What follows belongs to an exercise in optimizing a design on an open flow for small area; a production flow would make more cautious choices. In this exercise RTL edits were held to simulation tests only and were not proved equivalent to the original. Power figures rest on the tool's default switching activity, not on a simulated workload. The flow treats the clock pin as an ideal source, which a real chip does not have.

$ cat flow/design.v
`default_nettype none
package radar_pkg;
	localparam int unsigned frame_bits = 408;
	localparam logic [7:0] type_fixed = 8'd0;  
	localparam logic [7:0] type_chirp = 8'd1;  
	localparam logic [7:0] type_hop   = 8'd2;  
endpackage
`default_nettype wire
`timescale 1ns/1ps
`default_nettype none
module rc_cla #(
	parameter int unsigned W = 32,
	parameter int unsigned K = 8
) (
	input  logic [W-1:0] a,
	input  logic [W-1:0] b,
	input  logic         cin,
	output logic [W-1:0] s,
	output logic         cout
);
	localparam int unsigned NB = (W + K - 1) / K;
	logic [W-1:0] p;
	logic [W-1:0] g;
	logic [W-1:0] gi;  
	logic [W-1:0] pi;  
	logic [NB:0] bc;  
	always_comb
	begin
		p = a ^ b;
		g = a & b;
		for (int i = 0; i < W; i++)
		begin
			if (i % K == 0)
			begin
				gi[i] = g[i];
				pi[i] = p[i];
			end
			else
			begin
				gi[i] = g[i] | (p[i] & gi[i-1]);
				pi[i] = p[i] & pi[i-1];
			end
		end
		bc[0] = cin;
		for (int j = 0; j < NB; j++)
		begin
			if (j * K + K - 1 < W)
				bc[j+1] = gi[j*K+K-1] | (pi[j*K+K-1] & bc[j]);
			else
				bc[j+1] = gi[W-1] | (pi[W-1] & bc[j]);
		end
		for (int i = 0; i < W; i++)
		begin
			if (i % K == 0)
				s[i] = p[i] ^ bc[i/K];
			else
				s[i] = p[i] ^ (gi[i-1] | (pi[i-1] & bc[i/K]));
		end
		cout = bc[NB];
	end
endmodule
module rc_inc #(
	parameter int unsigned W = 32,
	parameter int unsigned K = 8,
	parameter bit down = 1'b0
) (
	input  logic [W-1:0] a,
	output logic [W-1:0] s
);
	localparam int unsigned NG = (W + K - 1) / K;
	logic [W-1:0] t;  
	logic [W-1:0] c;
	logic [NG-1:0] ga;  
	logic [NG:0] gc;
	always_comb
	begin
		t = down ? ~a : a;
		for (int j = 0; j < NG; j++)
		begin
			ga[j] = 1'b1;
			for (int i = j * K; i < j * K + K && i < W; i++)
				ga[j] = ga[j] & t[i];
		end
		gc[0] = 1'b1;
		for (int j = 0; j < NG; j++)
			gc[j+1] = gc[j] & ga[j];
		for (int i = 0; i < W; i++)
		begin
			if (i % K == 0)
				c[i] = gc[i/K];
			else
				c[i] = c[i-1] & t[i-1];
		end
		s = a ^ c;
	end
endmodule
module radar_ctrl_top #(
	parameter int unsigned sync_stages = 2,
	parameter int unsigned time_width = 64
) (
	input  logic                  clk,
	input  logic                  rst,
	input  logic                  sclk,
	input  logic                  cs,
	input  logic                  mosi,
	output logic [time_width-1:0] sys_time,
	output logic                  time_update,
	output logic                  busy,
	output logic                  pulse,
	output logic                  blank,
	output logic [47:0]           freq_word,
	output logic                  frame_error,
	output logic                  cmd_reject
);
	logic [1:0] sclk_sync;
	logic [1:0] cs_sync;
	logic [1:0] mosi_sync;
	logic sclk_d;
	logic cs_d;
	logic [8:0] bit_cnt;
	logic frame_valid;
	logic [407:0] sh;
	logic late;  
	logic late_bit;
	wire sclk_s = sclk_sync[1];
	wire cs_s = cs_sync[1];
	wire mosi_s = mosi_sync[1];
	wire sclk_rise = sclk_s & ~sclk_d;
	wire cs_rise = cs_s & ~cs_d;
	wire cs_fall = ~cs_s & cs_d;
	wire shift = sclk_rise & ~cs_s;
	always_ff @(posedge clk)
	begin
		if (rst)
		begin
			sclk_sync <= '0;
			cs_sync <= '1;
			mosi_sync <= '0;
			sclk_d <= 1'b0;
			cs_d <= 1'b1;
			bit_cnt <= '0;
			frame_valid <= 1'b0;
			frame_error <= 1'b0;
		end
		else
		begin
			sclk_sync <= {sclk_sync[0], sclk};
			cs_sync <= {cs_sync[0], cs};
			mosi_sync <= {mosi_sync[0], mosi};
			sclk_d <= sclk_s;
			cs_d <= cs_s;
			if (cs_fall)
				bit_cnt <= '0;
			else if (shift && bit_cnt != 9'd409)
				bit_cnt <= bit_cnt + 1'b1;
			frame_valid <= cs_rise && (bit_cnt == 9'd408);
			frame_error <= cs_rise && (bit_cnt != 9'd408);
		end
	end
	always_ff @(posedge clk)
	begin
		late <= shift && frame_valid;
		late_bit <= mosi_s;
		if ((shift && !frame_valid) || late)
			sh <= {sh[406:0], late ? late_bit : mosi_s};
	end
	logic ti_eq_tp;  
	logic [2:0] span_st;  
	localparam logic [2:0] span_pos = 3'd3;  
	localparam logic [2:0] span_neg = 3'd4;  
	wire in_tp = (bit_cnt >= 9'd312) && (bit_cnt <= 9'd343);
	wire in_tb2 = (bit_cnt >= 9'd376) && (bit_cnt <= 9'd407);
	logic [3:0] span_v;
	always_comb
	begin
		span_v = {1'b0, (bit_cnt == 9'd376) ? 2'd0 : span_st[1:0], 1'b0} + {3'b000, sh[63]} -
			{3'b000, sh[95]} - {3'b000, sh[31]} - {3'b000, mosi_s};
	end
	always_ff @(posedge clk)
	begin
		if (shift && in_tp)
			ti_eq_tp <= (bit_cnt == 9'd312 || ti_eq_tp) && (mosi_s == sh[31]);
		if (shift && in_tb2)
		begin
			if (bit_cnt != 9'd376 && (span_st == span_pos || span_st == span_neg))
				span_st <= span_st;
			else if (span_v[3])
				span_st <= span_neg;
			else if (span_v[2:0] >= 3'd3)
				span_st <= span_pos;
			else
				span_st <= {1'b0, span_v[1:0]};
		end
	end
	wire [63:0] f_ts = sh[215:152];
	wire [15:0] f_np = sh[151:136];
	wire [7:0]  f_pt = sh[135:128];
	wire [31:0] f_ti = sh[127:96];
	wire [31:0] f_tp = sh[95:64];
	wire [31:0] f_tb1 = sh[63:32];
	wire [31:0] f_tb2 = sh[31:0];
	logic [31:0] f_head;  
	logic [31:0] f_tail;  
	logic unused_c0;
	logic unused_c1;
	rc_cla #(.W(32), .K(8)) head_add (
		.a(f_ti), .b(f_tb2), .cin(1'b0), .s(f_head), .cout(unused_c0)
	);
	rc_cla #(.W(32), .K(8)) tail_sub (
		.a(f_tp), .b(~f_tb1), .cin(1'b1), .s(f_tail), .cout(unused_c1)
	);
	wire bad = (f_np == '0) || (f_ti == '0) || ti_eq_tp || (span_st == span_neg) ||
		(f_pt[7:2] != '0) || (f_pt[1:0] == 2'b11);
	logic cmd_valid;
	always_ff @(posedge clk)
	begin
		if (rst)
		begin
			cmd_valid <= 1'b0;
			cmd_reject <= 1'b0;
		end
		else
		begin
			cmd_valid <= frame_valid && !bad;
			cmd_reject <= frame_valid && bad;
		end
	end
	logic [63:0] p_ts;
	logic [15:0] p_np;
	logic [31:0] p_ti;
	logic [31:0] p_tp;
	logic [31:0] p_head;
	logic [31:0] p_tail;
	logic [47:0] p_freq;
	logic [47:0] p_step;
	logic [31:0] p_rate;
	logic p_chirp;
	logic p_hop;
	always_ff @(posedge clk)
	begin
		if (frame_valid && !bad)
		begin
			p_ts <= f_ts;
			p_np <= f_np;
			p_ti <= f_ti;
			p_tp <= f_tp;
			p_head <= f_head;
			p_tail <= f_tail;
			p_freq <= sh[343:296];
			p_step <= sh[295:248];
			p_rate <= sh[247:216];
			p_chirp <= f_pt[0];
			p_hop <= f_pt[1];
		end
	end
	wire [63:0] preset = sh[407:344];
	logic pending;
	logic applied;
	logic have_cmd;
	logic seq_busy;
	wire apply = !seq_busy && (cmd_valid || pending);
	always_ff @(posedge clk)
	begin
		if (rst)
		begin
			pending <= 1'b0;
			applied <= 1'b0;
			have_cmd <= 1'b0;
		end
		else
		begin
			applied <= apply;
			if (apply)
				have_cmd <= 1'b1;
			if (cmd_valid)
				pending <= seq_busy;
			else if (!seq_busy)
				pending <= 1'b0;
		end
	end
	logic [63:0] a_ts;  
	logic [15:0] a_np;  
	logic [31:0] a_ti;
	logic [31:0] a_tp;
	logic [31:0] a_head;
	logic [31:0] a_tail;
	logic [47:0] a_freq;
	logic [47:0] a_step;
	logic [31:0] a_rate;
	logic a_chirp;
	logic a_hop;
	logic [63:0] seq_time;
	logic seq_update;
	logic armed;
	logic running;
	logic seq_pulse;
	logic seq_bh;  
	logic seq_bt;  
	logic seq_start;
	logic [63:0] time_inc;
	logic [63:0] time_n;
	logic start_hit;
	logic last_slot;
	logic last_pulse;
	logic [31:0] phase_inc;
	logic [15:0] np_dec;
	rc_inc #(.W(64), .K(8)) time_inc_i (.a(seq_time), .s(time_inc));
	rc_inc #(.W(32), .K(8)) phase_inc_i (.a(a_ts[31:0]), .s(phase_inc));
	rc_inc #(.W(16), .K(8), .down(1'b1)) np_dec_i (.a(a_np), .s(np_dec));
	always_comb
	begin
		time_n = cmd_valid ? preset : time_inc;
		start_hit = (armed || applied) && !running && (time_n == a_ts);
		last_slot = (phase_inc == a_tp);
		last_pulse = (a_np == 16'd1);
	end
	always_ff @(posedge clk)
	begin
		if (rst)
		begin
			seq_time <= '0;
			seq_update <= 1'b0;
			armed <= 1'b0;
			running <= 1'b0;
			seq_busy <= 1'b0;
			seq_pulse <= 1'b0;
			seq_bh <= 1'b0;
			seq_bt <= 1'b0;
			seq_start <= 1'b0;
		end
		else
		begin
			seq_time <= time_n;
			seq_update <= cmd_valid;
			if (start_hit)
			begin
				armed <= 1'b0;
				running <= 1'b1;
				seq_busy <= 1'b1;
				seq_pulse <= 1'b1;
				seq_bh <= 1'b1;
				seq_bt <= 1'b0;
				seq_start <= 1'b1;
			end
			else if (running)
			begin
				if (last_slot)
				begin
					running <= !last_pulse;
					seq_busy <= !last_pulse;
					seq_pulse <= !last_pulse;
					seq_bh <= !last_pulse;
					seq_bt <= 1'b0;
					seq_start <= !last_pulse;
				end
				else
				begin
					seq_pulse <= seq_pulse && (phase_inc != a_ti);
					seq_bh <= seq_bh && (phase_inc != a_head);
					seq_bt <= seq_bt || (phase_inc == a_tail);
					seq_start <= 1'b0;
				end
			end
			else
			begin
				if (applied)
					armed <= 1'b1;
				else if (cmd_valid)
					armed <= 1'b0;
				seq_busy <= applied || (armed && !cmd_valid);
				seq_pulse <= 1'b0;
				seq_bh <= 1'b0;
				seq_bt <= 1'b0;
				seq_start <= 1'b0;
			end
		end
	end
	logic started;
	wire [31:0] rate_left = a_ts[63:32];
	wire rate_hit = (rate_left[31:1] == '0);
	logic [31:0] rate_dec;
	logic [47:0] freq_sum;
	logic unused_c2;
	rc_inc #(.W(32), .K(8), .down(1'b1)) rate_dec_i (.a(rate_left), .s(rate_dec));
	rc_cla #(.W(48), .K(12)) freq_add (
		.a(freq_word), .b(a_step), .cin(1'b0), .s(freq_sum), .cout(unused_c2)
	);
	always_ff @(posedge clk)
	begin
		if (rst || applied)
		begin
			freq_word <= '0;
			started <= 1'b0;
		end
		else if (seq_start)
		begin
			started <= 1'b1;
			freq_word <= (started && a_hop) ? freq_sum : a_freq;
		end
		else if (!started)
		begin
			if (have_cmd)
				freq_word <= a_freq;
		end
		else if (a_chirp)
		begin
			if (seq_pulse && rate_hit)
				freq_word <= freq_sum;
		end
		else if (!a_hop)
			freq_word <= a_freq;
	end
	always_ff @(posedge clk)
	begin
		if (apply)
		begin
			a_ti <= p_ti;
			a_tp <= p_tp;
			a_head <= p_head;
			a_tail <= p_tail;
			a_freq <= p_freq;
			a_step <= p_step;
			a_rate <= p_rate;
			a_chirp <= p_chirp;
			a_hop <= p_hop;
		end
		if (apply)
			a_np <= p_np;
		else if (running && last_slot)
			a_np <= np_dec;
		if (start_hit)
			a_ts[31:0] <= '0;
		else if (running)
			a_ts[31:0] <= last_slot ? 32'd0 : phase_inc;
		else if (apply)
			a_ts[31:0] <= p_ts[31:0];
		if (apply)
			a_ts[63:32] <= p_ts[63:32];
		else if (!rst && !applied)
		begin
			if (seq_start || (started && a_chirp && seq_pulse && rate_hit))
				a_ts[63:32] <= a_rate;
			else if (started && a_chirp && seq_pulse)
				a_ts[63:32] <= rate_dec;
		end
	end
	always_ff @(posedge clk)
	begin
		if (rst)
		begin
			sys_time <= '0;
			time_update <= 1'b0;
			busy <= 1'b0;
			pulse <= 1'b0;
			blank <= 1'b0;
		end
		else
		begin
			sys_time <= seq_time;
			time_update <= seq_update;
			busy <= seq_busy;
			pulse <= seq_pulse;
			blank <= seq_bh || seq_bt;
		end
	end
endmodule
`default_nettype wire
$ cat flow/flow/run.sh
#!/bin/bash
# Standard ORFS layout, with CTS told not to add dummy loads.
set -euo pipefail
export CTS_ARGS="-sink_clustering_enable -repair_clock_nets -dont_use_dummy_load -sink_clustering_size 28 -sink_clustering_max_diameter 100"
bash standard.sh > standard_flow.log 2>&1
$ cat flow/standard.sh
#!/bin/bash
# synth_recipe.tcl (not shown) runs the flow's synth.tcl, then flattens the netlist and writes it again
# the make line also repeats each setting of config.mk as NAME=value (left out here)
make -C /OpenROAD-flow-scripts/flow DESIGN_CONFIG=/design/flow/config.mk WORK_HOME=/design/flow/orfs CLKGATE_MAP_FILE= SYNTH_SCRIPT=/design/flow/synth_recipe.tcl "${@:-finish}"
$ cat flow/config.mk
export PLATFORM = sky130hd
export DESIGN_NAME = radar_ctrl_top
export DESIGN_NICKNAME = radar_ctrl_top
export VERILOG_FILES = /design/flow/design.v
export SDC_FILE = /design/flow/constraint.sdc
export NUM_CORES = 4
export LEC_CHECK = 0
export CAP_MARGIN = 20
export CORE_MARGIN = 2
export CORE_UTILIZATION = 60
export CTS_CLUSTER_DIAMETER = 100
export CTS_CLUSTER_SIZE = 28
export PLACE_DENSITY = 0.7
export SLEW_MARGIN = 20
$ cat flow/constraint.sdc
create_clock -name core_clock -period 10.0 [get_ports {clk}]
set_input_delay 2.0000 -clock core_clock [delete_from_list [all_inputs] [get_ports {clk}]]
set_output_delay 2.0000 -clock core_clock [all_outputs]
set_load 0.01 [all_outputs]
==> impl_metrics.yaml, run 1 <==
run_status:
  outcome: "no timing/DRC/antenna violations"
yosys:
  synth.distinct_cells: 71
  synthCells: 3299
  synth_flop_cell: "edfxtp_1"
  syn_avg_cell_area_sq_um: 15.3
  synth_top_family_by_area: "simple AND/OR/NAND/NOR gates"
  synthTopCellsByArea: "edfxtp_1 (63%), dfxtp_1 (9.8%), ha_1 (5.6%)"
  synth_top_area_cell: "edfxtp_1"
  synth_top_area_share_pct: 62.9
  synth_adder_area_share_pct: 6.74
  synth_compound_area_share_pct: 5.00
  synthArstFlopShare_pct: 0
  yosys.area_share.simple_pct: 6.93
  ys_ff_latch: 1303
  synth-seq-area-share_pct: 72.7
  syn-num-nets: 3558
  synth_mux_area_share_pct: 1.77
  synth_xor_area_share_pct: 4.97
  syn_area_sq_um: 50400
  synth-edff-count: 1056
  yosys_warnings: 7
worst_setup_path:
  critPathRequiredTime_ns: 10.52
  critPathLaunchType: "register"
  reg2reg_slack_ns: 2.38
  crit_type: "register to register"
  cp-end-kind: "register"
  path_max_fanout: 5
  cp_data_arrival_time_ns: 8.14
detailed_routing:
  vias: 25500
  drt_pass1_iterations: 5
  post-route-drc-count: 0
  drt_wl_total_um: 97600
  viasPerCell: 5.73
  wl_per_cell_um: 21.9
  drt_iter0_drc: 1954
  drtAntennaViolNets: 0
finish:
  syn_to_final_growth_pct: 7.24
  drive_gt1_share_pct: 2.96
  finalInstanceArea_sq_um: 54000
  nFillCells: 5813
  diodes: 0
  nets: 3637
global_routing:
  grt_max_degree: 199
  grt_use_met2_pct: 38.0
  grt_first_pass_wirelength_um: 150000
  first_global_vias: 25700
  grt_busiest_layer: "met2"
  met3_usage_pct: 2.77
  grtUsageTotal_pct: 22.7
  grtUsageMet1_pct: 31.8
  antenna_found_initial: 0
  grt-ovfl-total: 0
placement:
  io_buffers: 122
  gp_congestion: 0.908
  hpwl_um: 67400
  placed_area_sq_um: 52700
power:
  peakVddDrop_mv: 0.140
  pwr_density_cell_nw_per_um2: 167
  leakage_nw: 17.4
job:
  drv_cap: 0
hold_path:
  min_path_type: "register to register"
timing:
  tightestPinTransition_ns: 1.12
  skew_ns: 0.0748
  relSlewSlack_pct: 25.6
  slew_violations: 0
  setup_violations: 0
  finalHoldViolations: 0
  tns_ns: 0
  max_freq_mhz: 131
  fin_crit_sh_pct: 76.2
  rsz0062_at_grt: "no"
  fin_crit_ns: 7.62
clocking:
  postCtsHoldBufs: 0
  post-cts-setup-buffers: 0
  clkTransAtPathRegs_ns: 0.11
  htree_levels: 2
  cts_tree: "done"
  clock_latency_ns: 0.65
  numCtsBuffers: 52
  cts_num_sinks: 1303
  cts_resized: 0
  ctsLongestPathBuffers: 3
  root_buffer: "clkbuf_16"
floorplan:
  fp.dieArea_sq_um: 86300
  die_y_um: 294
  core_sq_um: 83400
  ioPinCount: 123
  start_util_pct: 60.4
  row_count: 106
  die-width_um: 294
-- logic make-up (layout without fill, tap and decap cells) --
logic type,after synthesis,in the layout
XOR/XNOR,286,286
AND/OR/NAND/NOR,736,736
AO/OA/AOI/OAI,390,390
adder cells (fa/ha/maj),254,254
buffers and inverters,241,318
flip-flops,1303,1303
multiplexers,89,89
-- worst max-delay path: stages (launching register included) --
cell,delay [ns]
edfxtp_1,0.38
ha_1,0.20
fa_1,0.38
fa_1,0.40
fa_1,0.39
fa_1,0.39
fa_1,0.38
fa_1,0.40
fa_1,0.41
fa_1,0.39
fa_1,0.39
fa_1,0.40
fa_1,0.45
a211oi_1,0.31
o21a_1,0.26
o211a_1,0.34
o21ai_0,0.13
a21boi_0,0.46
inv_1,0.11
fa_1,0.40
xnor2_1,0.17
o21ai_0,0.09
mux2i_1,0.18
nor2_1,0.06
-- metal layers --
| metal | vias to the layer above | part of all wire [%] |
|---|---|---|
| li1 | 12100 | - |
| met1 | 12700 | 44 |
| met2 | 546 | 49 |
| met3 | 115 | 4.2 |
| met4 | 0 | 2.7 |
| met5 | - | 0 |
-- cells in the mapped netlist, types with 80 or more instances --
library cell  instances
inv_1               122
clkbuf_1             88
o21ai_0              82
mux2i_1              87
edfxtp_1           1056
xor2_1              132
nor2b_1              80
dfxtp_1             247
xnor2_1             154
nand2_1             163
nor2_1              279
ha_1                225
a21oi_1             128
-- final timing paths --
kind / startpoint / end / cells past startpoint
max: a_step[0]$_DFFE_PP_ / freq_word[37]$_SDFFE_PN0P_ / 23
min: p_rate[24]$_DFFE_PP_ / a_rate[24]$_DFFE_PP_ / 0
max reg2reg: a_step[0]$_DFFE_PP_ / freq_word[37]$_SDFFE_PN0P_ / 23
min reg2reg: p_rate[24]$_DFFE_PP_ / a_rate[24]$_DFFE_PP_ / 0
-- placed cells by master (no fill, tap or decap), types with 52 or more instances in the layout --
master | Yosys | layout
dfxtp_1 | 247 | 245
nor2b_1 | 80 | 80
ha_1 | 225 | 225
a21oi_1 | 128 | 128
edfxtp_1 | 1056 | 1056
clkbuf_16 | 0 | 52
xnor2_1 | 154 | 154
nand2_1 | 163 | 162
nor2_1 | 279 | 278
xor2_1 | 132 | 132
clkdlybuf4s50_1 | 0 | 121
inv_1 | 122 | 122
o21ai_0 | 82 | 81
mux2i_1 | 87 | 87
-- report_power, final --
| group | internal, mW | switching [mW] |
|---|---|---|
| clock | 0.935 | 1.50 |
| sequential | 5.83 | 0.0992 |
| combinational | 0.247 | 0.404 |
-- sequential cells by signal, indices dropped and copies added, names as in the netlist, 9 cells and up --
name,count
p_freq,48
a_np,16
p_step,48
p_ti,32
a_ti,32
p_tp,32
p_np,16
a_step,48
sh,408
a_tp,32
bit_cnt,9
freq_word,48
a_freq,48
a_rate,32
seq_time,64
a_tail,32
p_tail,32
a_head,32
sys_time,64
p_head,32
a_ts,64
p_ts,64
p_rate,32
-- final cells by class --
type,count,area (sq um),area share [%]
Inverter,123,469,0.868
Timing Repair Buffer,143,1420,2.62
Sequential cell,1303,36700,67.8
Multi-Input combinational cell,1755,12800,23.8
Clock buffer,52,1300,2.41
Tap cell,1080,1350,2.50
-- stage by stage --
| step | setup WS, ns | instances | hold WS, ns | power (mW) | utilization [%] |
|---|---|---|---|---|---|
| floorplan | 0.432 | 3299 | 0.389 | 6.44 | - |
| global placement | 2.41 | 4404 | 0.401 | 6.68 | 63.2 |
| detailed placement | 2.43 | 4404 | 0.404 | 6.70 | 63.2 |
| CTS | 2.39 | 4456 | 0.398 | 9.08 | 64.8 |
| global route | 1.96 | 4456 | 0.413 | 9.29 | 64.8 |
| finish | 2.38 | 4456 | 0.401 | 9.02 | 64.8 |
==> inputs of run 2 (changes only) <==
--- a/flow/flow/run.sh
+++ b/flow/flow/run.sh
@@ -3,3 +3,4 @@
 set -euo pipefail
 export CTS_ARGS="-sink_clustering_enable -repair_clock_nets -dont_use_dummy_load -sink_clustering_size 28 -sink_clustering_max_diameter 100"
+export BUFFER_PORTS_ARGS="-buffer_cell sky130_fd_sc_hd__buf_1"
 bash standard.sh > standard_flow.log 2>&1
==> run 2 against run 1 <==
Effect of this change:
- critical endpoint unchanged
- critical path depth is the same
- worst setup slack lost 0.098 ns
- count of clock-buffer cells in the layout is the same
==> impl_metrics.yaml, run 2 <==
detailed_routing:
  wl_per_cell_um: 22.0
  post-route-drc-count: 0
  drt_iter0_drc: 2264
  drtAntennaViolNets: 0
  viasPerCell: 5.82
  vias: 26000
  drt_pass1_iterations: 6
  drt_wl_total_um: 98100
global_routing:
  grt-ovfl-total: 0
  grt_first_pass_wirelength_um: 150000
  grt_max_degree: 194
  first_global_vias: 25900
  antenna_found_initial: 0
  grtUsageTotal_pct: 22.7
finish:
  most-common-layout-cells: "edfxtp_1 (1056), nor2_1 (278), dfxtp_1 (245)"
  regMostFlops: "sh"
  largest_reg_flops: 408
  multi_input_area_sq_um: 12800
  syn_to_final_growth_pct: 5.80
  nFillCells: 5942
  drive_gt1_share_pct: 2.96
  final_cells: 4457
  layout_commonest_cell: "edfxtp_1"
  register_area_sq_um: 36700
  nets: 3637
clocking:
  cts_tree: "done"
  cts_num_sinks: 1303
  cts_resized: 0
  ctsLongestPathBuffers: 3
  postCtsHoldBufs: 0
  clkTransAtPathRegs_ns: 0.10
  clock_latency_ns: 0.64
  numCtsBuffers: 52
  post-cts-setup-buffers: 0
  htree_levels: 2
  root_buffer: "clkbuf_16"
yosys:
  synth.distinct_cells: 71
  syn-num-nets: 3558
  synth_compound_area_share_pct: 5.00
  syn_area_sq_um: 50400
  yosys.area_share.simple_pct: 6.93
  ys_ff_latch: 1303
  synth_top_area_share_pct: 62.9
  synthArstFlopShare_pct: 0
  synth_xor_area_share_pct: 4.97
  synth_most_common_cell: "edfxtp_1"
  synthCells: 3299
  synth_top_area_cell: "edfxtp_1"
  syn_avg_cell_area_sq_um: 15.3
  synth_adder_area_share_pct: 6.74
  synth-seq-area-share_pct: 72.7
  synth_top_family_by_area: "simple AND/OR/NAND/NOR gates"
  ys_top_cells_by_count: "edfxtp_1 (1056), nor2_1 (279), dfxtp_1 (247)"
  synth-edff-count: 1056
  synth_mux_area_share_pct: 1.77
  synthTopCellsByArea: "edfxtp_1 (63%), dfxtp_1 (9.8%), ha_1 (5.6%)"
  synth_flop_cell: "edfxtp_1"
  yosys_warnings: 7
worst_setup_path:
  path_max_fanout: 5
  cp-end-kind: "register"
  critPathLaunchType: "register"
  critPathRequiredTime_ns: 10.51
  crit_type: "register to register"
  cp_data_arrival_time_ns: 8.23
power:
  total_power_mw: 9.02
  peakVddDrop_mv: 0.123
  pwr_density_cell_nw_per_um2: 169
  leakage_nw: 17.1
timing:
  skew_ns: 0.0451
  rsz0062_at_grt: "no"
  slew_violations: 0
  tns_ns: 0
  relSlewSlack_pct: 31.3
  setup_violations: 0
  finalHoldViolations: 0
  fin_crit_sh_pct: 77.2
  max_freq_mhz: 130
  tightestPinTransition_ns: 1.03
  fin_crit_ns: 7.72
hold_path:
  min_path_type: "register to register"
floorplan:
  core_sq_um: 83400
  fp.dieArea_sq_um: 86300
  die-width_um: 294
  start_util_pct: 60.4
  die_y_um: 294
  row_count: 106
  ioPinCount: 123
placement:
  hpwl_um: 67200
  place_inst: 4403
  io_buffers: 122
  gp_congestion: 0.934
run_status:
  outcome: "no timing/DRC/antenna violations"
job:
  drv_cap: 0
## run 2: layer usage
metal / global-route usage, % / share of wire, % / vias to the layer above
met2: 37.9 / 49 / 699
li1: - / - / 12200
met5: 0 / 0 / -
met4: 6.78 / 3.1 / 0
met3: 2.76 / 4.8 / 137
met1: 31.7 / 44 / 13000
## run 2: cell type report
type	instances	area share [%]
Inverter	123	0.880
Timing Repair Buffer	143	1.29
Multi-Input combinational cell	1755	24.1
Sequential cell	1303	68.8
Antenna cell	1	0.00469
Tap cell	1080	2.53
Clock buffer	52	2.44
## run 2: report_power, final
group	switching, mW	internal (mW)
Sequential	0.0970	5.83
Clock	1.51	0.935
Combinational	0.402	0.246
Total	2.01	7.01
## run 2: critical path, stage by stage, from the launching register on
cell and delay [ns]:
edfxtp_1 0.39, ha_1 0.20, fa_1 0.39, fa_1 0.40, fa_1 0.42, fa_1 0.39, fa_1 0.39, fa_1 0.39
fa_1 0.40, fa_1 0.39, fa_1 0.40, fa_1 0.41, fa_1 0.44, a211oi_1 0.30, o21a_1 0.26, o211a_1 0.34
o21ai_0 0.15, a21boi_0 0.50, inv_1 0.13, fa_1 0.40, xnor2_1 0.15, o21ai_0 0.10, mux2i_1 0.18, nor2_1 0.06
## run 2: metrics by stage
| stage | hold WS (ns) | worst slack, ns | cell area, sq um | utilization [%] |
|---|---|---|---|---|
| floorplan | 0.389 | 0.432 | 50400 | - |
| global placement | 0.401 | 2.41 | 52000 | 62.3 |
| detailed placement | 0.396 | 2.37 | 52000 | 62.3 |
| CTS | 0.416 | 2.30 | 53300 | 63.9 |
| global route | 0.414 | 1.80 | 53300 | 63.9 |
| finish | 0.409 | 2.28 | 53300 | 63.9 |
## run 2: kinds of logic (layout without fill, tap and decap cells)
family	count (synthesis)	in the layout
buf+inv	241	318
flops	1303	1303
fa+ha+maj	254	254
other cells	0	1
simple gates	736	736
compound gates	390	390
xor+xnor	286	286
mux	89	89
## run 2: path summary, 6_finish.rpt
check                        from                          to  slack (ns)  cells after the start
min reg2reg  p_tail[14]$_DFFE_PP_        a_tail[14]$_DFFE_PP_        0.41                      0
max           a_step[0]$_DFFE_PP_  freq_word[37]$_SDFFE_PN0P_        2.28                     23
min          p_tail[14]$_DFFE_PP_        a_tail[14]$_DFFE_PP_        0.41                      0
max reg2reg   a_step[0]$_DFFE_PP_  freq_word[37]$_SDFFE_PN0P_        2.28                     23
==> inputs of run 3 (changes only) <==
--- a/flow/design.v
+++ b/flow/design.v
@@ -113,4 +113,12 @@
 	output logic                  cmd_reject
 );
+	function automatic logic sum_eq(input logic [31:0] a, input logic [31:0] b,
+		input logic [31:0] k);
+		logic [31:0] c;
+		c[0] = 1'b0;
+		for (int i = 1; i < 32; i++)
+			c[i] = (a[i-1] & b[i-1]) | ((a[i-1] | b[i-1]) & ~k[i-1]);
+		sum_eq = ((a ^ b ^ k) == c);
+	endfunction
 	logic [1:0] sclk_sync;
 	logic [1:0] cs_sync;
@@ -200,14 +208,4 @@
 	wire [31:0] f_tb1 = sh[63:32];
 	wire [31:0] f_tb2 = sh[31:0];
-	logic [31:0] f_head;  
-	logic [31:0] f_tail;  
-	logic unused_c0;
-	logic unused_c1;
-	rc_cla #(.W(32), .K(8)) head_add (
-		.a(f_ti), .b(f_tb2), .cin(1'b0), .s(f_head), .cout(unused_c0)
-	);
-	rc_cla #(.W(32), .K(8)) tail_sub (
-		.a(f_tp), .b(~f_tb1), .cin(1'b1), .s(f_tail), .cout(unused_c1)
-	);
 	wire bad = (f_np == '0) || (f_ti == '0) || ti_eq_tp || (span_st == span_neg) ||
 		(f_pt[7:2] != '0) || (f_pt[1:0] == 2'b11);
@@ -230,6 +228,6 @@
 	logic [31:0] p_ti;
 	logic [31:0] p_tp;
-	logic [31:0] p_head;
-	logic [31:0] p_tail;
+	logic [31:0] p_tb1;
+	logic [31:0] p_tb2;
 	logic [47:0] p_freq;
 	logic [47:0] p_step;
@@ -245,6 +243,6 @@
 			p_ti <= f_ti;
 			p_tp <= f_tp;
-			p_head <= f_head;
-			p_tail <= f_tail;
+			p_tb1 <= f_tb1;
+			p_tb2 <= f_tb2;
 			p_freq <= sh[343:296];
 			p_step <= sh[295:248];
@@ -283,6 +281,6 @@
 	logic [31:0] a_ti;
 	logic [31:0] a_tp;
-	logic [31:0] a_head;
-	logic [31:0] a_tail;
+	logic [31:0] a_tb1;
+	logic [31:0] a_tb2;
 	logic [47:0] a_freq;
 	logic [47:0] a_step;
@@ -305,4 +303,6 @@
 	logic [31:0] phase_inc;
 	logic [15:0] np_dec;
+	logic at_head;  
+	logic at_tail;  
 	rc_inc #(.W(64), .K(8)) time_inc_i (.a(seq_time), .s(time_inc));
 	rc_inc #(.W(32), .K(8)) phase_inc_i (.a(a_ts[31:0]), .s(phase_inc));
@@ -314,4 +314,6 @@
 		last_slot = (phase_inc == a_tp);
 		last_pulse = (a_np == 16'd1);
+		at_head = sum_eq(a_ti, a_tb2, phase_inc);
+		at_tail = sum_eq(phase_inc, a_tb1, a_tp);
 	end
 	always_ff @(posedge clk)
@@ -357,6 +359,6 @@
 				begin
 					seq_pulse <= seq_pulse && (phase_inc != a_ti);
-					seq_bh <= seq_bh && (phase_inc != a_head);
-					seq_bt <= seq_bt || (phase_inc == a_tail);
+					seq_bh <= seq_bh && !at_head;
+					seq_bt <= seq_bt || at_tail;
 					seq_start <= 1'b0;
 				end
@@ -417,6 +419,6 @@
 			a_ti <= p_ti;
 			a_tp <= p_tp;
-			a_head <= p_head;
-			a_tail <= p_tail;
+			a_tb1 <= p_tb1;
+			a_tb2 <= p_tb2;
 			a_freq <= p_freq;
 			a_step <= p_step;
==> flow/flow/run.sh (replaced) <==
#!/bin/bash
# Standard ORFS layout, with CTS told not to add dummy loads.
set -euo pipefail
export CTS_ARGS="-sink_clustering_enable -repair_clock_nets -dont_use_dummy_load -sink_clustering_size 16 -sink_clustering_max_diameter 80 -buf_list sky130_fd_sc_hd__clkbuf_8"
export BUFFER_PORTS_ARGS="-buffer_cell sky130_fd_sc_hd__buf_1"
bash standard.sh > standard_flow.log 2>&1
==> run 3 against run 2 <==
Effect of this change:
- still clean
- clock power shrank 4%
- sequential share of layout area grew 0.93 points
- non-clock buffer count grew 2
- worst hold slack lost 0.0062 ns
- critical path depth shrank 2
- via count shrank 4.5%
- worst setup slack gained 0.43 ns
- core utilization grew 0.15 points
- highest routed layer unchanged
==> impl_metrics.yaml, run 3 <==
yosys:
  synth-seq-area-share_pct: 73.7
  ys_ff_latch: 1303
  synthArstFlopShare_pct: 0
  synth_mux_area_share_pct: 1.85
  yosys.area_share.simple_pct: 6.54
  yosys_warnings: 6
  synth_adder_area_share_pct: 7.39
  synth.distinct_cells: 72
  synth-edff-count: 1056
  synth_top_area_cell: "edfxtp_1"
  synth_xor_area_share_pct: 4.12
  synth_top_area_share_pct: 63.8
  synth_most_common_cell: "edfxtp_1"
  synth_flop_cell: "edfxtp_1"
  syn_avg_cell_area_sq_um: 15.8
  ys_top_cells_by_count: "edfxtp_1 (1056), dfxtp_1 (247), nor2_1 (206)"
  synthCells: 3147
  synth_compound_area_share_pct: 4.03
  syn-num-nets: 3399
  synth_top_family_by_area: "adder cells"
  synthTopCellsByArea: "edfxtp_1 (64%), dfxtp_1 (9.9%), ha_1 (4.3%)"
  syn_area_sq_um: 49700
detailed_routing:
  vias: 24800
  drt_iter0_drc: 1946
  wl_per_cell_um: 21.2
  drt_pass1_iterations: 5
  post-route-drc-count: 0
  viasPerCell: 5.68
  drtAntennaViolNets: 0
  drt_wl_total_um: 92700
worst_setup_path:
  r2r_cells: 21
  r2r_start: "a_step[0]$_DFFE_PP_"
  critPathRequiredTime_ns: 10.57
  cp_data_arrival_time_ns: 7.86
  critPathLaunchType: "register"
  path_max_fanout: 5
  reg2reg_slack_ns: 2.71
  worstReg2RegEnd: "freq_word[39]$_SDFFE_PN0P_"
  crit_type: "register to register"
  cp-end-kind: "register"
power:
  pwr_density_cell_nw_per_um2: 176
  leakage_nw: 16.7
  peakVddDrop_mv: 0.129
global_routing:
  grt-ovfl-total: 0
  grtUsageTotal_pct: 22.0
  grt_first_pass_wirelength_um: 144000
  first_global_vias: 25200
  antenna_found_initial: 3
  grt_max_degree: 166
job:
  drv_cap: 0
hold_path:
  hold_end: "a_step[2]$_DFFE_PP_"
  min_path_type: "register to register"
  hold_start: "p_step[2]$_DFFE_PP_"
  min_path_cells: 0
finish:
  syn_to_final_growth_pct: 5.77
  nFillCells: 5798
  nets: 3547
  drive_gt1_share_pct: 4.71
  largest_reg_flops: 408
  most-common-layout-cells: "edfxtp_1 (1056), dfxtp_1 (245), nor2_1 (204)"
  regMostFlops: "sh"
  layout_commonest_cell: "edfxtp_1"
floorplan:
  core_sq_um: 82100
  row_count: 105
  die_y_um: 292
  ioPinCount: 123
  start_util_pct: 60.6
  die-width_um: 292
  fp.dieArea_sq_um: 85200
clocking:
  cts_tree: "done"
  postCtsHoldBufs: 0
  cts_resized: 0
  root_buffer: "clkbuf_8"
  ctsLongestPathBuffers: 3
  cts_num_sinks: 1303
  post-cts-setup-buffers: 0
  numCtsBuffers: 91
  htree_levels: 3
  clkTransAtPathRegs_ns: 0.10
  clock_latency_ns: 0.71
timing:
  skew_ns: 0.0296
  relSlewSlack_pct: 26.8
  tightestPinTransition_ns: 1.10
  slew_violations: 0
  rsz0062_at_grt: "no"
  tns_ns: 0
  holdWs_ns: 0.402
  fin_crit_sh_pct: 72.9
  fin_crit_ns: 7.29
  finalHoldViolations: 0
  max_freq_mhz: 137
  setup_violations: 0
run_status:
  outcome: "no timing/DRC/antenna violations"
placement:
  gp_congestion: 0.894
  hpwl_um: 63500
  io_buffers: 122
## run 3: cell count changes after synthesis, moves of 10 or more
cell	before	now
nand3_1	29	54
xnor2_1	154	164
o21ai_0	82	101
o22a_1	30	0
nor2_1	279	206
inv_1	122	194
clkbuf_1	88	51
fa_1	29	78
ha_1	225	169
and2_1	7	32
nand2_1	163	115
xor2_1	132	70
## run 3: metal layers
| layer | up-vias | GRT usage (%) | wire [um] |
|---|---|---|---|
| li1 | 11600 | - | - |
| met1 | 12300 | 30.9 | 40500 |
| met2 | 714 | 35.6 | 44100 |
| met3 | 162 | 2.55 | 4670 |
| met4 | 0 | 8.96 | 3420 |
| met5 | - | 0 | 0 |
## run 3: layout make-up
class / instances / area, sq um / area share (%)
antenna: 2 / 5.00 / 0.00952
clock buffer: 91 / 1250 / 2.38
inverter: 195 / 739 / 1.41
multi-input combinational: 1559 / 11900 / 22.7
sequential: 1303 / 36700 / 69.7
tap: 1070 / 1340 / 2.55
timing repair buffer: 145 / 663 / 1.26
## run 3: cells by family after synthesis
kind of cell,after synthesis
adder cells (fa/ha/maj),247
multiplexers,89
flip-flops,1303
buffers and inverters,285
XOR/XNOR,234
AO/OA/AOI/OAI,336
AND/OR/NAND/NOR,653
## run 3: worst max-delay path, stage by stage, from the launching register on
cell      delay, ns
edfxtp_1       0.39
ha_1           0.21
fa_1           0.39
fa_1           0.39
fa_1           0.40
fa_1           0.40
fa_1           0.39
fa_1           0.40
fa_1           0.42
fa_1           0.42
fa_1           0.41
fa_1           0.41
fa_1           0.45
a211oi_1       0.30
o21a_1         0.32
o211ai_1       0.19
o211ai_2       0.26
nand2_2        0.13
a221o_1        0.36
or3_1          0.33
nand4_1        0.10
a31oi_1        0.09
## run 3: worst max-delay path by stage
stage,cells past startpoint,start,end
5_1_grt,21,a_step[0]$_DFFE_PP_,freq_word[39]$_SDFFE_PN0P_
2_1_floorplan,2,sclk_sync[1]$_SDFF_PP0_,sh[0]$_DFFE_PP_
3_5_place_dp,21,a_step[0]$_DFFE_PP_,freq_word[39]$_SDFFE_PN0P_
4_1_cts,21,a_step[0]$_DFFE_PP_,freq_word[39]$_SDFFE_PN0P_
3_3_place_gp,22,a_step[0]$_DFFE_PP_,freq_word[37]$_SDFFE_PN0P_
6_report,21,a_step[0]$_DFFE_PP_,freq_word[39]$_SDFFE_PN0P_
## run 3: where the power goes
part / leakage [nW] / internal [mW] / switching [mW] / total, mW
Sequential: 10.2 / 5.83 / 0.0819 / 5.92
Clock: 0.654 / 0.818 / 1.52 / 2.34
Combinational: 5.81 / 0.390 / 0.587 / 0.976
## run 3: metrics by stage
| step | utilization, % | power [mW] | setup slack, ns | instances | cell area (sq um) |
|---|---|---|---|---|---|
| 2_1_floorplan | - | 6.66 | 0.432 | 3147 | 49700 |
| 3_3_place_gp | 62.5 | 6.97 | 2.85 | 4272 | 51300 |
| 3_5_place_dp | 62.5 | 7.01 | 2.76 | 4272 | 51300 |
| 4_1_cts | 64.0 | 9.31 | 2.69 | 4363 | 52600 |
| 5_1_grt | 64.1 | 9.58 | 2.42 | 4365 | 52600 |
| 6_report | 64.1 | 9.23 | 2.71 | 4365 | 52600 |
==> inputs of run 4 (changes only) <==
==> flow/flow/run.sh (replaced) <==
#!/bin/bash
# Standard ORFS layout, with CTS told not to add dummy loads.
set -euo pipefail
export CTS_ARGS="-sink_clustering_enable -repair_clock_nets -dont_use_dummy_load -sink_clustering_size 32 -sink_clustering_max_diameter 100"
export BUFFER_PORTS_ARGS="-buffer_cell sky130_fd_sc_hd__buf_1"
bash standard.sh > standard_flow.log 2>&1
==> run 4 against run 3 <==
Effect of this change:
- wire length fell by 0.86%
- global-route usage shrank 0.29 points
- count of clock-buffer cells in the layout shrank 44
- die area stayed put
- clock power is essentially flat
- combinational power about the same
- critical endpoint unchanged
- largest power group unchanged
==> impl_metrics.yaml, run 4 <==
run_status:
  outcome: "no timing/DRC/antenna violations"
timing:
  max_freq_mhz: 136
  fin_crit_sh_pct: 73.4
  setup_violations: 0
  finalHoldViolations: 0
  relSlewSlack_pct: 25.2
  worst_slack_ns: 2.66
  tightestPinTransition_ns: 1.12
  fin_crit_ns: 7.34
  holdWs_ns: 0.420
  rsz0062_at_grt: "no"
  tns_ns: 0
  slew_violations: 0
  skew_ns: 0.0662
yosys:
  synth.distinct_cells: 72
  syn_area_sq_um: 49700
  ys_top_cells_by_count: "edfxtp_1 (1056), dfxtp_1 (247), nor2_1 (206)"
  synth-seq-area-share_pct: 73.7
  synth_most_common_cell: "edfxtp_1"
  synth_top_area_share_pct: 63.8
  syn-num-nets: 3399
  syn_avg_cell_area_sq_um: 15.8
  synthTopCellsByArea: "edfxtp_1 (64%), dfxtp_1 (9.9%), ha_1 (4.3%)"
  synthArstFlopShare_pct: 0
  yosys_warnings: 6
  synth_flop_cell: "edfxtp_1"
  synthCells: 3147
  ys_ff_latch: 1303
  synth-edff-count: 1056
  synth_top_area_cell: "edfxtp_1"
finish:
  drive_gt1_share_pct: 3.42
  most-common-layout-cells: "edfxtp_1 (1056), dfxtp_1 (245), nor2_1 (204)"
  register_area_sq_um: 36700
  diodes: 0
  layout_commonest_cell: "edfxtp_1"
  multi_input_area_sq_um: 11900
  largest_reg_flops: 408
  nets: 3503
  regMostFlops: "sh"
  syn_to_final_growth_pct: 5.60
  final_cells: 4319
  nFillCells: 5772
floorplan:
  die-width_um: 292
  row_count: 105
  fp.dieArea_sq_um: 85200
  die_y_um: 292
  ioPinCount: 123
  core_sq_um: 82100
  start_util_pct: 60.6
detailed_routing:
  drt_wl_total_um: 91900
  post-route-drc-count: 0
  vias: 24600
  drt_pass1_iterations: 5
  drtAntennaViolNets: 0
  viasPerCell: 5.69
  wl_per_cell_um: 21.3
  drt_iter0_drc: 1973
global_routing:
  grtUsageTotal_pct: 21.7
  grt_max_degree: 166
  grt-ovfl-total: 0
  first_global_vias: 24800
  grt_first_pass_wirelength_um: 142000
  grtUsageMet1_pct: 30.6
  met3_usage_pct: 2.05
  antenna_found_initial: 2
  grt_busiest_layer: "met2"
  grt_use_met2_pct: 35.7
power:
  pwr_density_cell_nw_per_um2: 175
  peakVddDrop_mv: 0.147
  leakage_nw: 16.6
worst_setup_path:
  crit_type: "register to register"
  cp_data_arrival_time_ns: 7.83
  cp-end-kind: "register"
  path_max_fanout: 5
  critPathRequiredTime_ns: 10.49
  critPathLaunchType: "register"
placement:
  place_inst: 4272
  hpwl_um: 63500
  dpl_worst_slack_ns: 2.76
  io_buffers: 122
  gp_congestion: 0.894
hold_path:
  min_path_type: "register to register"
clocking:
  ctsLongestPathBuffers: 3
  cts_num_sinks: 1303
  postCtsHoldBufs: 0
  htree_levels: 2
  post-cts-setup-buffers: 0
  clock_latency_ns: 0.64
  clkTransAtPathRegs_ns: 0.11
  numCtsBuffers: 47
  cts_tree: "done"
  cts_resized: 0
  root_buffer: "clkbuf_16"
job:
  drv_cap: 0
[run 4: routing by layer]
layer	up-vias	routed length [um]
met3	156	3860
met2	610	44200
li1	11500	-
met4	0	3500
met5	-	0
met1	12300	40400
[run 4: logic make-up (layout without fill, tap and decap cells)]
group | count (synthesis) | after routing | share of synthesized area [%]
muxes | 89 | 89 | 1.85
AOI/OAI and AO/OA | 336 | 336 | 4.03
buffers and inverters | 285 | 387 | 2.36
adders and majority gates | 247 | 247 | 7.39
DFF | 1303 | 1303 | 73.7
and+or+nand+nor | 653 | 653 | 6.54
xor gates and xnor gates | 234 | 234 | 4.12
[run 4: worst max-delay path, cell delays in order (launching register included)]
cell      delay, ns
edfxtp_1       0.39
ha_1           0.21
fa_1           0.39
fa_1           0.39
fa_1           0.40
fa_1           0.40
fa_1           0.40
fa_1           0.41
fa_1           0.42
fa_1           0.42
fa_1           0.41
fa_1           0.41
fa_1           0.45
a211oi_1       0.33
o21a_1         0.32
o211ai_1       0.18
o211ai_2       0.27
nand2_2        0.14
a221o_1        0.36
or3_1          0.33
nand4_1        0.10
a31oi_1        0.09
[run 4: worst paths after layout]
check	from	to	slack (ns)	depth (start not counted)
setup reg to reg	a_step[0]$_DFFE_PP_	freq_word[39]$_SDFFE_PN0P_	2.66	21
setup / recovery	a_step[0]$_DFFE_PP_	freq_word[39]$_SDFFE_PN0P_	2.66	21
hold / removal	p_ti[14]$_DFFE_PP_	a_ti[14]$_DFFE_PP_	0.42	0
hold reg to reg	p_ti[14]$_DFFE_PP_	a_ti[14]$_DFFE_PP_	0.42	0
[run 4: layout make-up]
class	count	area share [%]
Inverter	195	1.41
Timing Repair Buffer	145	1.26
Sequential cell	1303	69.8
Clock buffer	47	2.24
Tap cell	1070	2.55
Multi-Input combinational cell	1559	22.7
[run 4: stage by stage]
step / total power [mW] / utilization (%) / cell area (sq um)
2_1_floorplan: 6.66 / - / 49700
3_3_place_gp: 6.97 / 62.5 / 51300
3_5_place_dp: 7.01 / 62.5 / 51300
4_1_cts: 9.28 / 63.9 / 52500
5_1_grt: 9.52 / 64.0 / 52500
6_report: 9.21 / 64.0 / 52500
[run 4: where the power goes]
group          total, mW  switching, mW  internal [mW]
Sequential          5.92         0.0822           5.84
Combinational      0.979          0.589          0.390
Clock               2.31           1.46          0.853
==> inputs of run 5 (changes only) <==
==> flow/flow/run.sh (replaced) <==
#!/bin/bash
# Standard ORFS layout, with CTS told not to add dummy loads.
set -euo pipefail
export CTS_ARGS="-sink_clustering_enable -repair_clock_nets -dont_use_dummy_load -sink_clustering_size 28 -sink_clustering_max_diameter 100"
export BUFFER_PORTS_ARGS="-buffer_cell sky130_fd_sc_hd__buf_1"
bash standard.sh > standard_flow.log 2>&1
==> run 5 against run 4 <==
Effect of this change:
- global-route usage up 0.069 points
- combinational power barely moved
- largest power group unchanged
- sequential cell count stayed put
- final cell count is 0.14% higher
- worst setup slack better by 0.016 ns
- area after synthesis unchanged
- via count increased by 0.45%
- synthesized cell count unchanged
- critical endpoint unchanged
- sequential power barely moved
- worst hold slack worse by 0.058 ns
==> impl_metrics.yaml, run 5 <==
run_status:
  outcome: "no timing/DRC/antenna violations"
detailed_routing:
  vias: 24700
  drt_wl_total_um: 92200
  drt_iter0_drc: 1882
  wl_per_cell_um: 21.3
  drtAntennaViolNets: 0
  drt_pass1_iterations: 5
  post-route-drc-count: 0
  viasPerCell: 5.71
timing:
  fin_crit_sh_pct: 73.3
  skew_ns: 0.0726
  finalHoldViolations: 0
  relSlewSlack_pct: 28.4
  tns_ns: 0
  slew_violations: 0
  worst_slack_ns: 2.67
  rsz0062_at_grt: "no"
  tightestPinTransition_ns: 1.07
  setup_violations: 0
  fin_crit_ns: 7.33
  max_freq_mhz: 137
power:
  peakVddDrop_mv: 0.198
  p_comb_share_pct: 10.5
  power_frac_clock_pct: 26.1
  leakage_nw: 16.7
  internal-power_mw: 7.18
  total_power_mw: 9.33
  pwr-share-seq_pct: 63.4
  pwr_density_cell_nw_per_um2: 177
  switchingPower_mw: 2.15
  swShare_pct: 23.1
clocking:
  numCtsBuffers: 53
  ctsLongestPathBuffers: 3
  cts_resized: 0
  postCtsHoldBufs: 0
  clock_latency_ns: 0.64
  htree_levels: 2
  post-cts-setup-buffers: 0
  cts_num_sinks: 1303
  cts_tree: "done"
  clkTransAtPathRegs_ns: 0.11
  root_buffer: "clkbuf_16"
worst_setup_path:
  worstPathCellList: "ha_1, fa_1, fa_1, fa_1, fa_1, fa_1, fa_1, fa_1, fa_1, fa_1, fa_1, fa_1, a211oi_1, o21a_1, o211ai_1, o211ai_2, nand2_2, a221o_1, or3_1, nand4_1, a31oi_1"
  cp_slowest_cell: "fa_1"
  critPathLaunchType: "register"
  worst_path_largest_cell_delay_ns: 0.46
  cp-end-kind: "register"
  path_max_fanout: 5
  cp_data_arrival_time_ns: 7.82
  crit_type: "register to register"
  cpMostUsedCell: "fa_1"
  critPathRequiredTime_ns: 10.49
finish:
  finalInstanceArea_sq_um: 52700
  final_cells: 4325
  most-common-layout-cells: "edfxtp_1 (1056), dfxtp_1 (245), nor2_1 (204)"
  diodes: 0
  largest_reg_flops: 408
  regMostFlops: "sh"
  layout_commonest_cell: "edfxtp_1"
  nets: 3509
  drive_gt1_share_pct: 3.59
  syn_to_final_growth_pct: 5.91
yosys:
  syn-num-nets: 3399
  synth_top_area_cell: "edfxtp_1"
  syn_avg_cell_area_sq_um: 15.8
  synth_top_area_share_pct: 63.8
  ys_ff_latch: 1303
  synthArstFlopShare_pct: 0
  syn_area_sq_um: 49700
  synthCells: 3147
  ys_top_cells_by_count: "edfxtp_1 (1056), dfxtp_1 (247), nor2_1 (206)"
  synth.distinct_cells: 72
  synth-edff-count: 1056
  synth-seq-area-share_pct: 73.7
  synth_most_common_cell: "edfxtp_1"
  yosys_warnings: 6
  synth_flop_cell: "edfxtp_1"
  synthTopCellsByArea: "edfxtp_1 (64%), dfxtp_1 (9.9%), ha_1 (4.3%)"
placement:
  gp_congestion: 0.894
  place_inst: 4272
  io_buffers: 122
  hpwl_um: 63500
  dpl_worst_slack_ns: 2.76
  placed_area_sq_um: 51300
floorplan:
  core_sq_um: 82100
  row_count: 105
  fp.dieArea_sq_um: 85200
  die_y_um: 292
  die-width_um: 292
  start_util_pct: 60.6
  ioPinCount: 123
global_routing:
  grtUsageTotal_pct: 21.8
  grt-ovfl-total: 0
  antenna_found_initial: 3
  first_global_vias: 24900
  grt_max_degree: 166
  grt_first_pass_wirelength_um: 143000
job:
  drv_cap: 0
hold_path:
  min_path_type: "register to register"
[run 5: cell counts after synthesis]
Identical to the previous run, type by type.
[run 5: per-layer routing]
metal  track usage [%]  vias to the layer above  share of wire (%)
met5                 0                        -                  0
met4              7.73                        0                3.7
met3              2.24                      150                4.9
met2              35.9                      677                 48
met1              30.7                    12300                 43
li1                  -                    11500                  -
[run 5: area by class of cell]
| cell class | instances | area (sq um) |
|---|---|---|
| Sequential cell | 1303 | 36700 |
| Inverter | 195 | 739 |
| Timing Repair Buffer | 145 | 663 |
| Tap cell | 1070 | 1340 |
| Multi-Input combinational cell | 1559 | 11900 |
| Clock buffer | 53 | 1330 |
| Fill cell | 5776 | 29400 |
[run 5: critical path, delay by kind of cell (launching register included)]
kind	cells	cell delay (ns)
DFF	1	0.39
AOI/OAI and AO/OA	6	1.53
and+or+nand+nor	3	0.57
adders and majority gates	12	4.72
[run 5: worst paths after layout]
kind,startpoint,to,slack [ns],cells after the start
setup reg to reg,a_step[0]$_DFFE_PP_,freq_word[39]$_SDFFE_PN0P_,2.67,21
setup / recovery,a_step[0]$_DFFE_PP_,freq_word[39]$_SDFFE_PN0P_,2.67,21
hold reg to reg,p_ti[22]$_DFFE_PP_,a_ti[22]$_DFFE_PP_,0.36,0
hold / removal,p_ti[22]$_DFFE_PP_,a_ti[22]$_DFFE_PP_,0.36,0
[run 5: power by group through the flow]
stage          clock, mW  combinational [mW]  sequential [mW]
5_1_grt             2.68                1.04             5.93
3_3_place_gp           0               0.937             6.04
4_1_cts             2.51               0.975             5.92
3_5_place_dp           0               0.971             6.04
2_1_floorplan          0               0.652             6.01
6_report            2.44               0.977             5.92
[run 5: stage by stage]
step	utilization [%]	hold slack (ns)
final	64.1	0.361
after global routing	64.1	0.367
after CTS	64.1	0.368
after detailed placement	62.5	0.404
after global placement	62.5	0.401
after floorplan	-	0.389
[run 5: kinds of logic (layout without fill, tap and decap cells)]
family	Yosys count	after routing	synth area share [%]
flops	1303	1303	73.7
compound gates	336	336	4.03
mux	89	89	1.85
buf+inv	285	393	2.36
xor+xnor	234	234	4.12
fa+ha+maj	247	247	7.39
simple gates	653	653	6.54
==> inputs of run 6 (changes only) <==
--- a/flow/design.v
+++ b/flow/design.v
@@ -379,10 +379,10 @@
 	end
 	logic started;
-	wire [31:0] rate_left = a_ts[63:32];
-	wire rate_hit = (rate_left[31:1] == '0);
-	logic [31:0] rate_dec;
+	wire [31:0] rate_left_n = a_ts[63:32];  
+	wire rate_hit = (rate_left_n[31:1] == '1);
+	logic [31:0] rate_dec_n;
 	logic [47:0] freq_sum;
 	logic unused_c2;
-	rc_inc #(.W(32), .K(8), .down(1'b1)) rate_dec_i (.a(rate_left), .s(rate_dec));
+	rc_inc #(.W(32), .K(8)) rate_dec_i (.a(rate_left_n), .s(rate_dec_n));
 	rc_cla #(.W(48), .K(12)) freq_add (
 		.a(freq_word), .b(a_step), .cin(1'b0), .s(freq_sum), .cout(unused_c2)
@@ -442,7 +442,7 @@
 		begin
 			if (seq_start || (started && a_chirp && seq_pulse && rate_hit))
-				a_ts[63:32] <= a_rate;
+				a_ts[63:32] <= ~a_rate;
 			else if (started && a_chirp && seq_pulse)
-				a_ts[63:32] <= rate_dec;
+				a_ts[63:32] <= rate_dec_n;
 		end
 	end
==> flow/flow/run.sh (replaced) <==
#!/bin/bash
# Standard ORFS layout, with CTS told not to add dummy loads.
set -euo pipefail
export CTS_ARGS="-sink_clustering_enable -repair_clock_nets -dont_use_dummy_load -sink_clustering_size 16 -sink_clustering_max_diameter 80 -buf_list sky130_fd_sc_hd__clkbuf_8"
export BUFFER_PORTS_ARGS="-buffer_cell sky130_fd_sc_hd__buf_1"
bash standard.sh > standard_flow.log 2>&1
==> run 6 against run 5 <==
Effect of this change:
- still clean on timing, DRC and antenna
- core utilization about the same
- maximum frequency increased by 3.6%
- sequential power about the same
- wire length increased by 0.48%
- register-to-register slack improved by 0.25 ns
- area after synthesis decreased by 0.48%
- design area decreased by 0.38%
- total power decreased by 1.1%
- largest cell class unchanged
- first-iteration DRC count increased by 8.3%
- via count decreased by 0.60%
==> impl_metrics.yaml, run 6 <==
yosys:
  syn-num-nets: 3346
  syn_area_sq_um: 49500
  synth-edff-count: 1056
  synthArstFlopShare_pct: 0
  syn_avg_cell_area_sq_um: 16.0
  synth_flop_cell: "edfxtp_1"
  synth-seq-area-share_pct: 74.1
  yosys_warnings: 5
  ys_top_cells_by_count: "edfxtp_1 (1056), dfxtp_1 (247), nor2_1 (222)"
  synthCells: 3094
  synth.distinct_cells: 69
  synth_top_area_cell: "edfxtp_1"
  synth_most_common_cell: "edfxtp_1"
  synth_top_area_share_pct: 64.1
  synthTopCellsByArea: "edfxtp_1 (64%), dfxtp_1 (10%), ha_1 (4.3%)"
  ys_ff_latch: 1303
floorplan:
  ioPinCount: 123
  row_count: 105
  fp.dieArea_sq_um: 84800
  die-width_um: 291
  core_sq_um: 81800
  die_y_um: 291
  start_util_pct: 60.5
global_routing:
  grt_max_degree: 193
  antenna_found_initial: 1
  first_global_vias: 25200
  grtUsageTotal_pct: 22.1
  grt-ovfl-total: 0
  grt_first_pass_wirelength_um: 144000
clocking:
  root_buffer: "clkbuf_8"
  clock_latency_ns: 0.76
  cts_resized: 0
  clkTransAtPathRegs_ns: 0.11
  numCtsBuffers: 91
  post-cts-setup-buffers: 0
  cts_tree: "done"
  postCtsHoldBufs: 0
  ctsLongestPathBuffers: 3
  htree_levels: 3
  cts_num_sinks: 1303
timing:
  fin_crit_sh_pct: 70.7
  fin_crit_ns: 7.07
  slew_violations: 0
  setup_violations: 0
  tightestPinTransition_ns: 1.11
  rsz0062_at_grt: "no"
  skew_ns: 0.113
  max_freq_mhz: 141
  holdWs_ns: 0.351
  finalHoldViolations: 0
  tns_ns: 0
  relSlewSlack_pct: 25.9
power:
  peakVddDrop_mv: 0.114
  swShare_pct: 23.6
  leakage_nw: 16.6
  pwr_density_cell_nw_per_um2: 176
  switchingPower_mw: 2.18
  power_frac_clock_pct: 25.2
  pwr-share-seq_pct: 64.3
  internal-power_mw: 7.04
  p_comb_share_pct: 10.4
detailed_routing:
  drtAntennaViolNets: 0
  post-route-drc-count: 0
  drt_iter0_drc: 2039
  vias: 24600
  drt_wl_total_um: 92600
  wl_per_cell_um: 21.5
  viasPerCell: 5.70
  drt_pass1_iterations: 5
worst_setup_path:
  critical_path_buf_inv_count: 0
  worstPathCellList: "ha_1, fa_1, fa_1, fa_1, fa_1, fa_1, fa_1, fa_1, fa_1, fa_1, fa_1, fa_1, a211oi_1, o21a_1, o21ai_2, o31ai_4, nand2_1, fa_1, xnor2_1, nand2_1, o211ai_1, a21oi_1"
  cp-end-kind: "register"
  cp_slowest_cell: "fa_1"
  cp_data_arrival_time_ns: 7.68
  cp_top_family: "adder cells"
  path_max_fanout: 4
  critPathLaunchType: "register"
  worst_path_largest_cell_delay_ns: 0.43
  critPathRequiredTime_ns: 10.61
  crit_type: "register to register"
  cpMostUsedCell: "fa_1"
finish:
  syn_to_final_growth_pct: 6.00
  layout_commonest_cell: "edfxtp_1"
  nFillCells: 5796
  nets: 3494
  drive_gt1_share_pct: 4.81
  largest_reg_flops: 408
  most-common-layout-cells: "edfxtp_1 (1056), dfxtp_1 (245), nor2_1 (221)"
  regMostFlops: "sh"
placement:
  io_buffers: 122
  hpwl_um: 62000
  gp_congestion: 0.931
hold_path:
  min_path_type: "register to register"
run_status:
  outcome: "no timing/DRC/antenna violations"
job:
  drv_cap: 0
-- run 6: changes by cell type in the layout (fill, tap and decap cells not counted), moves of 6 or more --
cell and delta:
nor2_1 +17, nand3_1 -13, clkbuf_16 -53, a21oi_1 +35, clkbuf_8 +91, o21ai_0 -36, xor2_1 +14, mux2i_2 -7
xnor2_1 -10, inv_1 -35, mux2i_1 +6, nand2_1 -23, o211ai_1 -6
-- run 6: cell families (layout without fill, tap and decap cells) --
group                    Yosys count  count (layout)  share of synthesized area (%)
multiplexers                      92              92                           1.88
buffers and inverters            252             398                           2.01
XOR/XNOR                         238             238                           4.21
adder cells (fa/ha/maj)          247             247                           7.43
flip-flops                      1303            1303                           74.1
other                              0               2                              0
AND/OR/NAND/NOR                  638             638                           6.40
AO/OA/AOI/OAI                    324             324                           4.02
-- run 6: worst register-to-register path: cells and delay by family (launching register included) --
| kind | cells | cell delay (ns) |
|---|---|---|
| adders and majority gates | 13 | 4.94 |
| AOI/OAI and AO/OA | 6 | 1.31 |
| DFF | 1 | 0.39 |
| and+or+nand+nor | 2 | 0.23 |
| xor gates and xnor gates | 1 | 0.16 |
-- run 6: through the flow --
stage               util (%)  instances  setup WS (ns)  power (mW)  area, sq um
floorplan                  -       3094          0.367        6.66        49500
global placement        62.5       4217           2.87        6.99        51200
detailed placement      62.5       4217           2.79        7.01        51200
CTS                     64.0       4308           2.86        9.30        52400
global route            64.1       4312           2.50        9.56        52500
finish                  64.1       4312           2.93        9.23        52500
-- run 6: layout make-up --
type                       instances  area, sq um  area share [%]
timing repair buffer             147          702            1.34
tap                             1070         1340            2.55
clock buffer                      91         1250            2.39
sequential                      1303        36700            69.9
multi-input combinational       1539        11900            22.7
inverter                         160          608            1.16
antenna                            2         5.00         0.00954
-- run 6: metal layers --
| metal | vias up | global-route usage (%) | part of all wire (%) |
|---|---|---|---|
| met3 | 147 | 3.74 | 6.2 |
| met5 | - | 0 | 0 |
| met2 | 711 | 34.6 | 46 |
| met1 | 12300 | 31.8 | 45 |
| li1 | 11400 | - | - |
| met4 | 0 | 7.47 | 3.1 |
-- run 6: final timing paths --
path	from	end	slack, ns	cells after the start
setup reg to reg	a_step[0]$_DFFE_PP_	freq_word[37]$_SDFFE_PN0P_	2.93	22
hold / removal	p_freq[17]$_DFFE_PP_	a_freq[17]$_DFFE_PP_	0.35	0
hold reg to reg	p_freq[17]$_DFFE_PP_	a_freq[17]$_DFFE_PP_	0.35	0
setup / recovery	a_step[0]$_DFFE_PP_	freq_word[37]$_SDFFE_PN0P_	2.93	22
-- run 6: power groups by stage --
stage	Clock, mW	Sequential (mW)	Combinational [mW]
finish	2.33	5.93	0.962
global route	2.59	5.94	1.03
CTS	2.41	5.93	0.958
detailed placement	0	6.06	0.953
global placement	0	6.05	0.942
floorplan	0	6.01	0.653
==> inputs of run 7 (changes only) <==
==> flow/config.mk (replaced) <==
export PLATFORM = sky130hd
export DESIGN_NAME = radar_ctrl_top
export DESIGN_NICKNAME = radar_ctrl_top
export VERILOG_FILES = /design/flow/design.v
export SDC_FILE = /design/flow/constraint.sdc
export NUM_CORES = 4
export LEC_CHECK = 0
export CAP_MARGIN = 0
export CORE_MARGIN = 2
export CORE_UTILIZATION = 70
export PLACE_DENSITY = 0.8
export SLEW_MARGIN = 0
==> run 7 against run 6 <==
Effect of this change:
- global-route usage rose by 2.9 points
- via count is 0.67% higher
- worst hold slack improved by 0.037 ns
- area after synthesis stayed put
- critical endpoint is now freq_word[40]$_SDFFE_PN0P_
- non-clock buffer count decreased by 2
- worst setup slack worse by 0.32 ns
- sequential cell count stayed put
- largest cell class unchanged
- still clean
- maximum frequency decreased by 4.3%
- core utilization increased by 11 points
- critical path depth decreased by 1
- sequential power is essentially flat
- count of clock-buffer cells in the layout did not move
==> impl_metrics.yaml, run 7 <==
timing:
  fin_crit_sh_pct: 74.0
  finalHoldViolations: 0
  rsz0062_at_grt: "no"
  setup_violations: 0
  relSlewSlack_pct: 21.4
  tightestPinTransition_ns: 1.18
  tns_ns: 0
  worst_slack_ns: 2.60
  fin_crit_ns: 7.40
run_status:
  outcome: "no timing/DRC/antenna violations"
finish:
  syn_to_final_growth_pct: 5.58
  multi_input_area_sq_um: 11900
  nFillCells: 4100
  final_core_util_pct: 74.6
  finalInstanceArea_sq_um: 52300
  regMostFlops: "sh"
  layout_commonest_cell: "edfxtp_1"
  largest_reg_flops: 408
  nets: 3492
  register_area_sq_um: 36700
detailed_routing:
  vias: 24700
  drt_iter0_drc: 2523
  viasPerCell: 5.92
  drt_wl_total_um: 90100
  post-route-drc-count: 0
floorplan:
  die_y_um: 270
  die-width_um: 270
  core_sq_um: 70000
  fp.dieArea_sq_um: 72800
  start_util_pct: 70.7
  row_count: 97
yosys:
  synth-edff-count: 1056
  syn_area_sq_um: 49500
  synth_top_area_cell: "edfxtp_1"
  synth-seq-area-share_pct: 74.1
  synth_top_area_share_pct: 64.1
  synth.distinct_cells: 69
  yosys_warnings: 5
  synthArstFlopShare_pct: 0
  syn-num-nets: 3346
  synth_flop_cell: "edfxtp_1"
  synthCells: 3094
  ys_ff_latch: 1303
global_routing:
  antenna_found_initial: 1
clocking:
  cts_num_sinks: 1303
  post-cts-setup-buffers: 0
  clock_latency_ns: 0.73
  clkTransAtPathRegs_ns: 0.10
  numCtsBuffers: 91
  cts_resized: 0
  ctsLongestPathBuffers: 3
  cts_tree: "done"
placement:
  hpwl_um: 60000
  io_buffers: 122
  dpl_worst_slack_ns: 2.66
  placed_area_sq_um: 51000
  gp_congestion: 0.967
power:
  switchingPower_mw: 2.15
  pwr_density_cell_nw_per_um2: 176
  swShare_pct: 23.4
  internal-power_mw: 7.04
  leakage_nw: 16.6
  peakVddDrop_mv: 0.136
worst_setup_path:
  critical_path_buf_inv_count: 0
  r2r_start: "a_step[0]$_DFFE_PP_"
  critPathRequiredTime_ns: 10.61
  critPathLaunchType: "register"
  worstPathCellList: "ha_1, fa_1, fa_1, fa_1, fa_1, fa_1, fa_1, fa_1, fa_1, fa_1, fa_1, fa_1, a211oi_1, o21a_1, o21ai_2, o31ai_4, a31oi_1, o21ai_1, nand2b_1, xnor2_1, a2111oi_2"
  cp_slowest_cell: "fa_1"
hold_path:
  min_path_type: "register to register"
  hold_start: "p_tb2[25]$_DFFE_PP_"
-- run 7: cell types whose count changed in the layout (fill, tap and decap cells not counted) --
cell | before | now
and2_1 | 35 | 36
buf_12 | 1 | 2
diode_2 | 2 | 1
buf_16 | 2 | 0
buf_4 | 22 | 21
and2_2 | 1 | 0
-- run 7: logic make-up after synthesis --
| kind of cell | share of synthesized area [%] |
|---|---|
| compound gates | 4.02 |
| xor+xnor | 4.21 |
| fa+ha+maj | 7.43 |
| buf+inv | 2.01 |
| flops | 74.1 |
| mux | 1.88 |
| simple gates | 6.40 |
-- run 7: metrics by stage --
step / cells / hold WS, ns
final: 4179 / 0.388
after global routing: 4179 / 0.398
after CTS: 4178 / 0.384
after detailed placement: 4087 / 0.405
after global placement: 4087 / 0.397
after floorplan: 3094 / 0.389
-- run 7: worst paths after layout --
path | endpoint | slack, ns | depth (start not counted)
worst max-delay path | freq_word[40]$_SDFFE_PN0P_ | 2.60 | 21
worst min-delay path | a_tb2[25]$_DFFE_PP_ | 0.39 | 0
worst max register to register | freq_word[40]$_SDFFE_PN0P_ | 2.60 | 21
worst min register to register | a_tb2[25]$_DFFE_PP_ | 0.39 | 0
-- run 7: layer usage --
layer  part of all wire (%)  up-vias  routed length [um]  GRT usage, %
met5                      0        -                   0             0
met4                    2.8        0                2490          8.08
met3                    7.2      143                6460          4.44
met2                     48      852               43500          40.2
met1                     42    12300               37700          35.5
li1                       -    11400                   -             -
-- run 7: layout make-up --
type | instances | share of cell area, %
multi-input cells | 1539 | 22.8
flip-flops and latches | 1303 | 70.2
inverters | 160 | 1.16
repair buffers | 145 | 1.26
clock buffers | 91 | 2.40
diodes | 1 | 0.00479
well taps | 940 | 2.25
-- run 7: worst reg2reg max path, cell delays in order (launching register included) --
cell and delay [ns]:
edfxtp_1 0.38, ha_1 0.21, fa_1 0.39, fa_1 0.41, fa_1 0.41, fa_1 0.39
fa_1 0.40, fa_1 0.40, fa_1 0.39, fa_1 0.41, fa_1 0.42, fa_1 0.39
fa_1 0.43, a211oi_1 0.30, o21a_1 0.32, o21ai_2 0.14, o31ai_4 0.35, a31oi_1 0.24
o21ai_1 0.25, nand2b_1 0.10, xnor2_1 0.16, a2111oi_2 0.40
-- run 7: power groups by stage --
stage               Combinational [mW]  Clock (mW)  Sequential [mW]
finish                           0.961        2.31             5.92
global route                      1.03        2.55             5.93
CTS                              0.953        2.37             5.92
detailed placement               0.949           0             6.05
global placement                 0.918           0             6.04
floorplan                        0.653           0             6.01

Setup slack of run 7, layout unchanged: 2.604 ns with ideal ports, 2.604 ns with driving cells assumed (clock clkbuf_16, inputs buf_2), 2.604 ns with port delays also shifted by the 0.753 ns mid clock arrival.
